Source: an optimization exercise on an open RTL-to-GDS flow (aim: small area and a short achievable clock period). Production flows keep margins and buffers that such runs may drop.
Function was checked by simulation only, so behaviour that the tests miss may differ from the original.
No activity file was given, so power comes from the tool's default toggle rates.

==> flow/design.v <==
`default_nettype none
`timescale 1ns/10ps
package isa_pkg;
  localparam int XLEN       = 32;  
  localparam int REG_ADDR_W = 5;
  localparam int NUM_REGS   = 32;
  localparam int IMM_I_W    = 12;  
  localparam int LANE_W     = 8;   
  localparam int NUM_LANES  = 4;
  typedef logic [XLEN-1:0]       word_t;
  typedef logic [REG_ADDR_W-1:0] reg_addr_t;
  typedef enum logic [6:0] {
    OPC_OP_IMM = 7'b0010011,  
    OPC_OP     = 7'b0110011,  
    OPC_LUI    = 7'b0110111,
    OPC_VECTOR = 7'b1010111
  } opcode_e;
  localparam logic [9:0] FUNCT_ADD = 10'b0000000_000;
  localparam logic [9:0] FUNCT_SUB = 10'b0100000_000;
  localparam logic [9:0] FUNCT_MUL = 10'b0000001_000;
  localparam logic [9:0] FUNCT_OR  = 10'b0000000_110;
  localparam logic [9:0] FUNCT_AND = 10'b0000000_111;
  localparam logic [9:0] VFUNCT_VADD = 10'b000000_1_001;
  localparam logic [9:0] VFUNCT_VSUB = 10'b010000_1_000;
  localparam logic [9:0] VFUNCT_VDOT = 10'b000000_1_110;
endpackage
`default_nettype wire
`default_nettype none
`timescale 1ns/10ps
package core_pkg;
  typedef enum logic {
    UNIT_SCALAR = 1'b0,
    UNIT_VECTOR = 1'b1
  } unit_e;
  typedef enum logic [2:0] {
    ALU_ADD = 3'b001,
    ALU_SUB = 3'b010,
    ALU_AND = 3'b011,
    ALU_OR  = 3'b100,
    ALU_MUL = 3'b110
  } alu_op_e;
  typedef enum logic [1:0] {
    VALU_ADD = 2'b00,
    VALU_SUB = 2'b01,
    VALU_DOT = 2'b10
  } valu_op_e;
endpackage
`default_nettype wire
`default_nettype none
`timescale 1ns/10ps
import isa_pkg::*;
import core_pkg::*;
module insn_decoder (
  input  isa_pkg::word_t     instr_i,
  input  logic      instr_valid_i,
  output isa_pkg::reg_addr_t rs1_addr_o,
  output isa_pkg::reg_addr_t rs2_addr_o,
  output isa_pkg::reg_addr_t rd_addr_o,
  output isa_pkg::word_t     imm_o,
  output logic      use_imm_o,
  output logic      reg_write_o,
  output core_pkg::unit_e     unit_o,
  output core_pkg::alu_op_e   alu_op_o,
  output core_pkg::valu_op_e  valu_op_o
);
  isa_pkg::opcode_e opcode;
  logic [9:0] funct;  
  assign opcode = isa_pkg::opcode_e'(instr_i[6:0]);
  assign funct  = {instr_i[31:25], instr_i[14:12]};
  assign rs2_addr_o = instr_i[24:20];
  assign rd_addr_o  = instr_i[11:7];
  always_comb begin
    rs1_addr_o  = instr_i[19:15];
    imm_o       = {{(XLEN-IMM_I_W){instr_i[31]}}, instr_i[31:20]};
    use_imm_o   = 1'b0;
    reg_write_o = 1'b0;
    unit_o      = UNIT_SCALAR;
    alu_op_o    = ALU_ADD;
    valu_op_o   = VALU_ADD;
    case (opcode)
      OPC_OP_IMM: begin
        use_imm_o   = 1'b1;
        reg_write_o = instr_valid_i;
      end
      OPC_LUI: begin
        rs1_addr_o  = '0;  
        imm_o       = {instr_i[31:IMM_I_W], {IMM_I_W{1'b0}}};
        use_imm_o   = 1'b1;
        reg_write_o = instr_valid_i;
      end
      OPC_OP: begin
        reg_write_o = instr_valid_i;
        case (funct)
          FUNCT_SUB: alu_op_o = ALU_SUB;
          FUNCT_MUL: alu_op_o = ALU_MUL;
          FUNCT_OR:  alu_op_o = ALU_OR;
          FUNCT_AND: alu_op_o = ALU_AND;
          default:   alu_op_o = ALU_ADD;  
        endcase
      end
      OPC_VECTOR: begin
        reg_write_o = instr_valid_i;
        unit_o      = UNIT_VECTOR;
        case (funct)
          VFUNCT_VSUB: valu_op_o = VALU_SUB;
          VFUNCT_VDOT: valu_op_o = VALU_DOT;
          default:     valu_op_o = VALU_ADD;  
        endcase
      end
      default: ;  
    endcase
  end
endmodule
`default_nettype wire
`default_nettype none
`timescale 1ns/10ps
import isa_pkg::*;
module reg_file (
  input  logic      clk_i,
  input  logic      start_i,
  input  isa_pkg::reg_addr_t rs1_addr_i,
  input  isa_pkg::reg_addr_t rs2_addr_i,
  input  isa_pkg::reg_addr_t dbg_addr_i,
  input  isa_pkg::reg_addr_t wr_addr_i,
  input  isa_pkg::word_t     wr_data_i,
  input  logic      wr_en_i,
  output isa_pkg::word_t     rs1_data_o,
  output isa_pkg::word_t     rs2_data_o,
  output isa_pkg::word_t     dbg_data_o
);
  isa_pkg::word_t regs [0:NUM_REGS-1];
  assign rs1_data_o = regs[rs1_addr_i];
  assign rs2_data_o = regs[rs2_addr_i];
  assign dbg_data_o = regs[dbg_addr_i];
  always_ff @(posedge clk_i or negedge start_i) begin
    if (!start_i) begin
      for (int i = 0; i < NUM_REGS; i++) begin
        regs[i] <= '0;
      end
    end else if (wr_en_i && (wr_addr_i != '0)) begin
      regs[wr_addr_i] <= wr_data_i;
    end
  end
endmodule
`default_nettype wire
`default_nettype none
`timescale 1ns/10ps
import isa_pkg::*;
import core_pkg::*;
module scalar_alu (
  input  isa_pkg::word_t   a_i,
  input  isa_pkg::word_t   b_i,
  input  core_pkg::alu_op_e op_i,
  output isa_pkg::word_t   y_o
);
  always_comb begin
    case (op_i)
      ALU_ADD: y_o = a_i + b_i;
      ALU_SUB: y_o = a_i - b_i;
      ALU_AND: y_o = a_i & b_i;
      ALU_OR:  y_o = a_i | b_i;
      ALU_MUL: y_o = a_i * b_i;  
      default: y_o = a_i + b_i;
    endcase
  end
endmodule
`default_nettype wire
`default_nettype none
`timescale 1ns/10ps
import isa_pkg::*;
import core_pkg::*;
module vector_alu (
  input  isa_pkg::word_t    a_i,
  input  isa_pkg::word_t    b_i,
  input  core_pkg::valu_op_e op_i,
  output isa_pkg::word_t    y_o
);
  logic signed [LANE_W-1:0] lane_a [NUM_LANES];
  logic signed [LANE_W-1:0] lane_b [NUM_LANES];
  logic signed [XLEN-1:0]   prod   [NUM_LANES];
  isa_pkg::word_t                    vsum;
  isa_pkg::word_t                    vdiff;
  logic signed [XLEN-1:0]   dot;
  for (genvar g = 0; g < NUM_LANES; g++) begin : g_lane
    assign lane_a[g] = a_i[g*LANE_W +: LANE_W];  
    assign lane_b[g] = b_i[g*LANE_W +: LANE_W];
    assign vsum[g*LANE_W +: LANE_W]  = lane_a[g] + lane_b[g];  
    assign vdiff[g*LANE_W +: LANE_W] = lane_a[g] - lane_b[g];
    assign prod[g] = $signed({{(XLEN-LANE_W){lane_a[g][LANE_W-1]}}, lane_a[g]}) *
                     $signed({{(XLEN-LANE_W){lane_b[g][LANE_W-1]}}, lane_b[g]});
  end
  always_comb begin
    dot = '0;
    for (int i = 0; i < NUM_LANES; i++) begin
      dot = dot + prod[i];
    end
  end
  always_comb begin
    case (op_i)
      VALU_ADD: y_o = vsum;
      VALU_SUB: y_o = vdiff;
      VALU_DOT: y_o = dot;
      default:  y_o = vsum;
    endcase
  end
endmodule
`default_nettype wire
`default_nettype none
`timescale 1ns/10ps
import isa_pkg::*;
import core_pkg::*;
module exec_stage (
  input  logic      clk_i,
  input  logic      start_i,
  input  logic      valid_i,
  input  isa_pkg::reg_addr_t rs1_addr_i,
  input  isa_pkg::reg_addr_t rs2_addr_i,
  input  isa_pkg::reg_addr_t rd_addr_i,
  input  isa_pkg::word_t     rs1_data_i,
  input  isa_pkg::word_t     rs2_data_i,
  input  isa_pkg::word_t     imm_i,
  input  logic      use_imm_i,
  input  core_pkg::unit_e     unit_i,
  input  core_pkg::alu_op_e   alu_op_i,
  input  core_pkg::valu_op_e  valu_op_i,
  output logic      wb_valid_o,
  output isa_pkg::reg_addr_t wb_addr_o,
  output isa_pkg::word_t     wb_data_o
);
  logic      fwd_rs1, fwd_rs2;
  isa_pkg::word_t     rs1_fwd, rs2_fwd;
  logic      valid_q;
  isa_pkg::reg_addr_t rd_q;
  isa_pkg::word_t     rs1_q, rs2_q, imm_q;
  logic      use_imm_q;
  core_pkg::unit_e     unit_q;
  core_pkg::alu_op_e   alu_op_q;
  core_pkg::valu_op_e  valu_op_q;
  isa_pkg::word_t     op_b;
  isa_pkg::word_t     scalar_res, vector_res;
  assign fwd_rs1 = wb_valid_o && (wb_addr_o != '0) && (wb_addr_o == rs1_addr_i);
  assign fwd_rs2 = wb_valid_o && (wb_addr_o != '0) && (wb_addr_o == rs2_addr_i);
  assign rs1_fwd = fwd_rs1 ? wb_data_o : rs1_data_i;
  assign rs2_fwd = fwd_rs2 ? wb_data_o : rs2_data_i;
  always_ff @(posedge clk_i or negedge start_i) begin
    if (!start_i) begin
      valid_q <= 1'b0;
    end else begin
      valid_q <= valid_i;
    end
  end
  always_ff @(posedge clk_i) begin
    rd_q      <= rd_addr_i;
    rs1_q     <= rs1_fwd;
    rs2_q     <= rs2_fwd;
    imm_q     <= imm_i;
    use_imm_q <= use_imm_i;
    unit_q    <= unit_i;
    alu_op_q  <= alu_op_i;
    valu_op_q <= valu_op_i;
  end
  assign op_b = use_imm_q ? imm_q : rs2_q;  
  scalar_alu u_scalar_alu (
    .a_i  (rs1_q),
    .b_i  (op_b),
    .op_i (alu_op_q),
    .y_o  (scalar_res)
  );
  vector_alu u_vector_alu (
    .a_i  (rs1_q),
    .b_i  (op_b),
    .op_i (valu_op_q),
    .y_o  (vector_res)
  );
  assign wb_valid_o = valid_q;
  assign wb_addr_o  = rd_q;
  assign wb_data_o  = (unit_q == UNIT_VECTOR) ? vector_res : scalar_res;
endmodule
`default_nettype wire
`default_nettype none
`timescale 1ns/10ps
import isa_pkg::*;
import core_pkg::*;
module core_top (
  input  logic      clk_i,
  input  logic      start_i,        
  input  isa_pkg::word_t     instr_i,
  input  logic      instr_valid_i,
  input  isa_pkg::reg_addr_t dbg_addr_i,
  output logic      wb_valid_o,
  output isa_pkg::reg_addr_t wb_addr_o,
  output isa_pkg::word_t     wb_data_o,
  output isa_pkg::word_t     dbg_data_o
);
  isa_pkg::reg_addr_t rs1_addr, rs2_addr, rd_addr;
  isa_pkg::word_t     rs1_data, rs2_data, imm;
  logic      use_imm, reg_write;
  core_pkg::unit_e     unit;
  core_pkg::alu_op_e   alu_op;
  core_pkg::valu_op_e  valu_op;
  insn_decoder u_decoder (
    .instr_i       (instr_i),
    .instr_valid_i (instr_valid_i),
    .rs1_addr_o    (rs1_addr),
    .rs2_addr_o    (rs2_addr),
    .rd_addr_o     (rd_addr),
    .imm_o         (imm),
    .use_imm_o     (use_imm),
    .reg_write_o   (reg_write),
    .unit_o        (unit),
    .alu_op_o      (alu_op),
    .valu_op_o     (valu_op)
  );
  reg_file u_reg_file (
    .clk_i      (clk_i),
    .start_i    (start_i),
    .rs1_addr_i (rs1_addr),
    .rs2_addr_i (rs2_addr),
    .dbg_addr_i (dbg_addr_i),
    .wr_addr_i  (wb_addr_o),
    .wr_data_i  (wb_data_o),
    .wr_en_i    (wb_valid_o),
    .rs1_data_o (rs1_data),
    .rs2_data_o (rs2_data),
    .dbg_data_o (dbg_data_o)
  );
  exec_stage u_exec_stage (
    .clk_i      (clk_i),
    .start_i    (start_i),
    .valid_i    (reg_write),
    .rs1_addr_i (rs1_addr),
    .rs2_addr_i (rs2_addr),
    .rd_addr_i  (rd_addr),
    .rs1_data_i (rs1_data),
    .rs2_data_i (rs2_data),
    .imm_i      (imm),
    .use_imm_i  (use_imm),
    .unit_i     (unit),
    .alu_op_i   (alu_op),
    .valu_op_i  (valu_op),
    .wb_valid_o (wb_valid_o),
    .wb_addr_o  (wb_addr_o),
    .wb_data_o  (wb_data_o)
  );
endmodule
`default_nettype wire
==> flow/run.sh <==
#!/bin/bash
# synth_recipe.tcl (not shown) runs the flow's synth.tcl, then flattens the netlist and writes it again
# the make line also repeats each setting of config.mk as NAME=value (left out here)
make -C /OpenROAD-flow-scripts/flow DESIGN_CONFIG=/design/flow/config.mk WORK_HOME=/design/flow/orfs CLKGATE_MAP_FILE= SYNTH_SCRIPT=/design/flow/synth_recipe.tcl finish
==> flow/config.mk <==
export PLATFORM = sky130hd
export DESIGN_NAME = core_top
export DESIGN_NICKNAME = core_top
export VERILOG_FILES = /design/flow/design.v
export SDC_FILE = /design/flow/constraint.sdc
export NUM_CORES = 4
export LEC_CHECK = 0
export CAP_MARGIN = 40
export CELL_PAD_IN_SITES_DETAIL_PLACEMENT = 2
export CELL_PAD_IN_SITES_GLOBAL_PLACEMENT = 2
export CORE_MARGIN = 2
export CORE_UTILIZATION = 30
export PLACE_DENSITY = 0.5
export SLEW_MARGIN = 40
==> flow/constraint.sdc <==
create_clock -name core_clock -period 15.0 [get_ports {clk_i}]
set_input_delay 3.0000 -clock core_clock [delete_from_list [all_inputs] [get_ports {clk_i}]]
set_output_delay 3.0000 -clock core_clock [all_outputs]
set_load 0.01 [all_outputs]
==> flow_metrics.py <==
metrics = {
    "timing": {
        "grt_setup_unrepaired": "no",
        "setup_tns_ns": 0,
        "fin_skew_ns": 0.05047,
        "fmax_mhz": 70.09,
        "fin_ws_ns": 0.7331,
        "finalCriticalPeriod_ns": 14.27,
        "setup_viol": 0,
        "slew_headroom_pct": 27.55,
        "period_share_pct": 95.11,
        "slew_viol_final": 0,
        "hold_viol": 0,
        "worst_pin_slew_ns": 1.077,
    },
    "cells_and_area": {
        "final_nets": 10904,
        "regArea_mm2": 0.02784,
        "area_growth_pct": 14.25,
        "fillers": 32318,
        "layout-drive-gt1-share_pct": 9.236,
        "post-route-util_pct": 34.50,
        "multi_input_area_mm2": 0.05549,
        "instances_no_fill": 13946,
    },
    "logic_synthesis": {
        "yosys_warnings": 9,
        "syn_inst": 10045,
        "synth_compound_area_share_pct": 24.62,
        "synth_fa_ha_area_share_pct": 19.45,
        "synth_top_family_by_area": "compound AO/OA/AOI/OAI gates",
        "async_flop_share_pct": 90.47,
        "synth-xor-area-share_pct": 2.640,
        "synth-seq-area-share_pct": 31.33,
        "syn_nets": 11069,
        "synth-simple-area-share_pct": 13.52,
        "syn-cell-area_mm2": 0.08878,
        "muxShareOfSynthArea_pct": 0.7117,
        "synth_cell_types": 99,
        "synthFlopType": "dfrtp_1",
        "synth_edf_count": 0,
        "ys_seq_elements": 1133,
        "syn_avg_cell_area_um2": 8.839,
    },
    "worst_setup_path": {
        "worstSetupEndpointType": "output pin",
        "cp_max_fo": 22,
        "max_stage_delay_ns": 0.64,
        "path_class": "register to output pin",
        "worst-endpoint-required_ns": 12.00,
        "reg2regPathDepth": 32,
        "slowest_stage": "a211o_1",
        "crit_arrival_ns": 11.27,
        "cp-start-kind": "register",
        "cp_common_cell": "inv_1",
    },
    "job": {
        "maxCapViolations": 0,
    },
    "global_route": {
        "grt_pass1_vias": 95503,
        "grt_pass1_wl_um": 868500,
        "antenna_found_initial": 78,
        "grt_remaining_overflow": 0,
        "grt_start_max_net_pins": 139,
        "grt.total_usage_pct": 42.39,
    },
    "placement": {
        "place_ws_ns": 1.502,
        "port_buffers": 109,
        "dp_hpwl_um": 431200,
        "finalWeightedCongestion": 0.9417,
        "dp.cells": 13643,
    },
    "floorplanning": {
        "initial_core_util_pct": 30.19,
        "dieArea_mm2": 0.3003,
        "chipWidth_um": 548.0,
        "io-pin-count": 110,
        "dieHeight_um": 548.0,
        "rows": 199,
        "core-area_mm2": 0.2941,
    },
    "cts": {
        "cts_root_buffer": "clkbuf_16",
        "hold_buffers": 0,
        "cts_num_sinks": 1133,
        "clock_latency_ns": 0.86,
        "cts_resized": 0,
        "numCtsBuffers": 148,
        "cts.htree.levels": 4,
        "clk_pin_slew_worst_paths_ns": 0.06,
        "tritoncts": "yes",
        "clockBufferDepth": 4,
        "cts_setup_buffers": 0,
    },
    "routing": {
        "viasPerCell": 6.647,
        "drtIter0Drc": 12326,
        "drtAntennaViolNets": 0,
        "first_pass_iters": 7,
        "finalWirelength_um": 649200,
        "wl_per_cell_um": 46.55,
        "vias": 92704,
        "drc": 0,
    },
    "min_path": {
        "hold_depth": 0,
        "hold_path.class": "register to register",
    },
    "run_status": {
        "status": "finished clean",
    },
    "pwr": {
        "peakVddDrop_uv": 80.57,
        "power_leakage_nw": 44.12,
        "p_per_area_mw_per_mm2": 82.78,
    },
}
==> cell families after synthesis <==
kind of cell / count (synthesis)
xor+xnor: 266
simple gates: 2657
compound gates: 3157
flops: 1133
fa+ha+maj: 984
buf+inv: 1797
mux: 51
==> worst max-delay path: cells and delay by family, from the launching register on <==
family                   cells  cell delay (ns)
multiplexers                 1             0.63
XOR/XNOR                     1             0.35
AND/OR/NAND/NOR              2             0.93
buffers and inverters       11             1.86
flip-flops                   1             0.51
adder cells (fa/ha/maj)      9             4.05
AO/OA/AOI/OAI                7             2.01
==> Yosys cell counts (71+ instances only) <==
cell type  instances  area share [%]
a221oi_1         432             4.3
nand2_1         1501             6.3
dfrtp_1         1025              29
o21ai_0         1048             5.9
nand4_1          220             1.6
nor2_1           306             1.3
nand3_1          134            0.76
a21o_1            71            0.60
a21oi_1          229             1.3
inv_1            964             4.1
xnor2_1          203             2.0
ha_1             324             4.6
fa_1             660              15
and2_1           261             1.8
a22oi_1          629             5.3
a22o_1           425             4.2
clkbuf_1         753             3.2
dfxtp_1          108             2.4
==> metal layers <==
| layer | vias up | wire, µm | GRT usage [%] |
|---|---|---|---|
| met1 | 49240 | 248500 | 51.31 |
| met2 | 6314 | 287100 | 65.64 |
| met3 | 2170 | 61140 | 11.89 |
| met4 | 52 | 52080 | 28.43 |
| li1 | 34928 | - | - |
| met5 | - | 355 | 0 |
==> through the flow <==
| step | hold slack, ns | cell area, µm² | power, mW |
|---|---|---|---|
| global route | 0.4545 | 101300 | 8.577 |
| CTS | 0.4460 | 101100 | 8.377 |
| global placement | 0.4193 | 95660 | 4.641 |
| detailed placement | 0.4329 | 96400 | 4.689 |
| finish | 0.4464 | 101400 | 8.397 |
| floorplan | 0.4676 | 88780 | 3.869 |
==> sequential cells by signal (all words and copies together), names as in the netlist <==
| register | flops |
|---|---|
| u_exec_stage.alu_op_q | 3 |
| u_exec_stage.imm_q | 32 |
| u_exec_stage.rd_q | 5 |
| u_exec_stage.rs1_q | 32 |
| u_exec_stage.rs2_q | 32 |
| u_exec_stage.unit_q | 1 |
| u_exec_stage.use_imm_q | 1 |
| u_exec_stage.valid_q | 1 |
| u_exec_stage.valu_op_q | 2 |
| u_reg_file.regs | 1024 |
==> final timing paths <==
path | startpoint | endpoint | slack [ns]
max | u_exec_stage.use_imm_q | wb_data_o[21] | 0.73
min | u_reg_file.regs[0][13] | u_reg_file.regs[0][13] | 0.45
max reg2reg | u_exec_stage.use_imm_q | u_exec_stage.rs2_q[29] | 4.08
min reg2reg | u_reg_file.regs[0][13] | u_reg_file.regs[0][13] | 0.45
max in group asynchronous | start_i | u_reg_file.regs[9][16] | 10.10
min in group asynchronous | start_i | u_reg_file.regs[18][1] | 2.14
==> placed cells by master (no fill, tap or decap), drive strengths merged, types with 29 or more instances in the layout <==
| cell type | n |
|---|---|
| o31ai | 46 |
| o32a | 61 |
| nand2 | 1502 |
| nand4 | 220 |
| dfxtp | 108 |
| a21o | 71 |
| nor4 | 38 |
| clkbuf | 212 |
| inv | 968 |
| a221oi | 433 |
| nand3 | 135 |
| mux2 | 29 |
| a22oi | 629 |
| diode | 44 |
| ha | 324 |
| xnor2 | 203 |
| nor2 | 308 |
| o21ai | 1105 |
| xor2 | 62 |
| a21oi | 233 |
| fa | 660 |
| a22o | 425 |
| nand2b | 34 |
| nor2b | 34 |
| dfrtp | 1025 |
| nor3 | 37 |
| and2 | 261 |
| clkdlybuf4s50 | 108 |
| buf | 402 |
==> power by group <==
part	total [mW]	switching [mW]	internal, mW
logic	1.46	1.09	0.365
clock network	3.71	1.57	2.14
registers	3.22	0.110	3.11
total	8.40	2.77	5.62
==> area by class of cell <==
cell class	instances	share of cell area, %
tap	3919	4.834
clock inverter	42	0.5156
antenna	44	0.1085
sequential	1133	27.44
inverter	971	3.594
multi-input combinational	7115	54.71
clock buffer	211	4.162
timing repair buffer	511	4.637

-- what the ideal ports hide --
In the flow no input, the clock included, has a driving cell. The finished layout below was timed again as built, in two steps. Step 1, drivers: a clkbuf_16 drives clk_i and a buf_2 each remaining input, both assumed. Step 2, shift: input delay + t, output delay - t, t = (earliest + latest rising clock arrival at the registers) / 2. This alone moves slack from input paths to output paths. Three values: ideal ports, drivers, drivers and shift; two values: the first two.
shift t [ns]: 0.926
setup slack, ns: 0.733 / 0.638 / 1.564
hold WS [ns]: 0.446 / 0.446 / 0.446
worst data-port slew with drivers (ns): 0.26
After both steps this run still meets setup and hold. For this run, drivers alone change the setup slack by -0.095 ns; drivers and shift together by +0.831 ns.
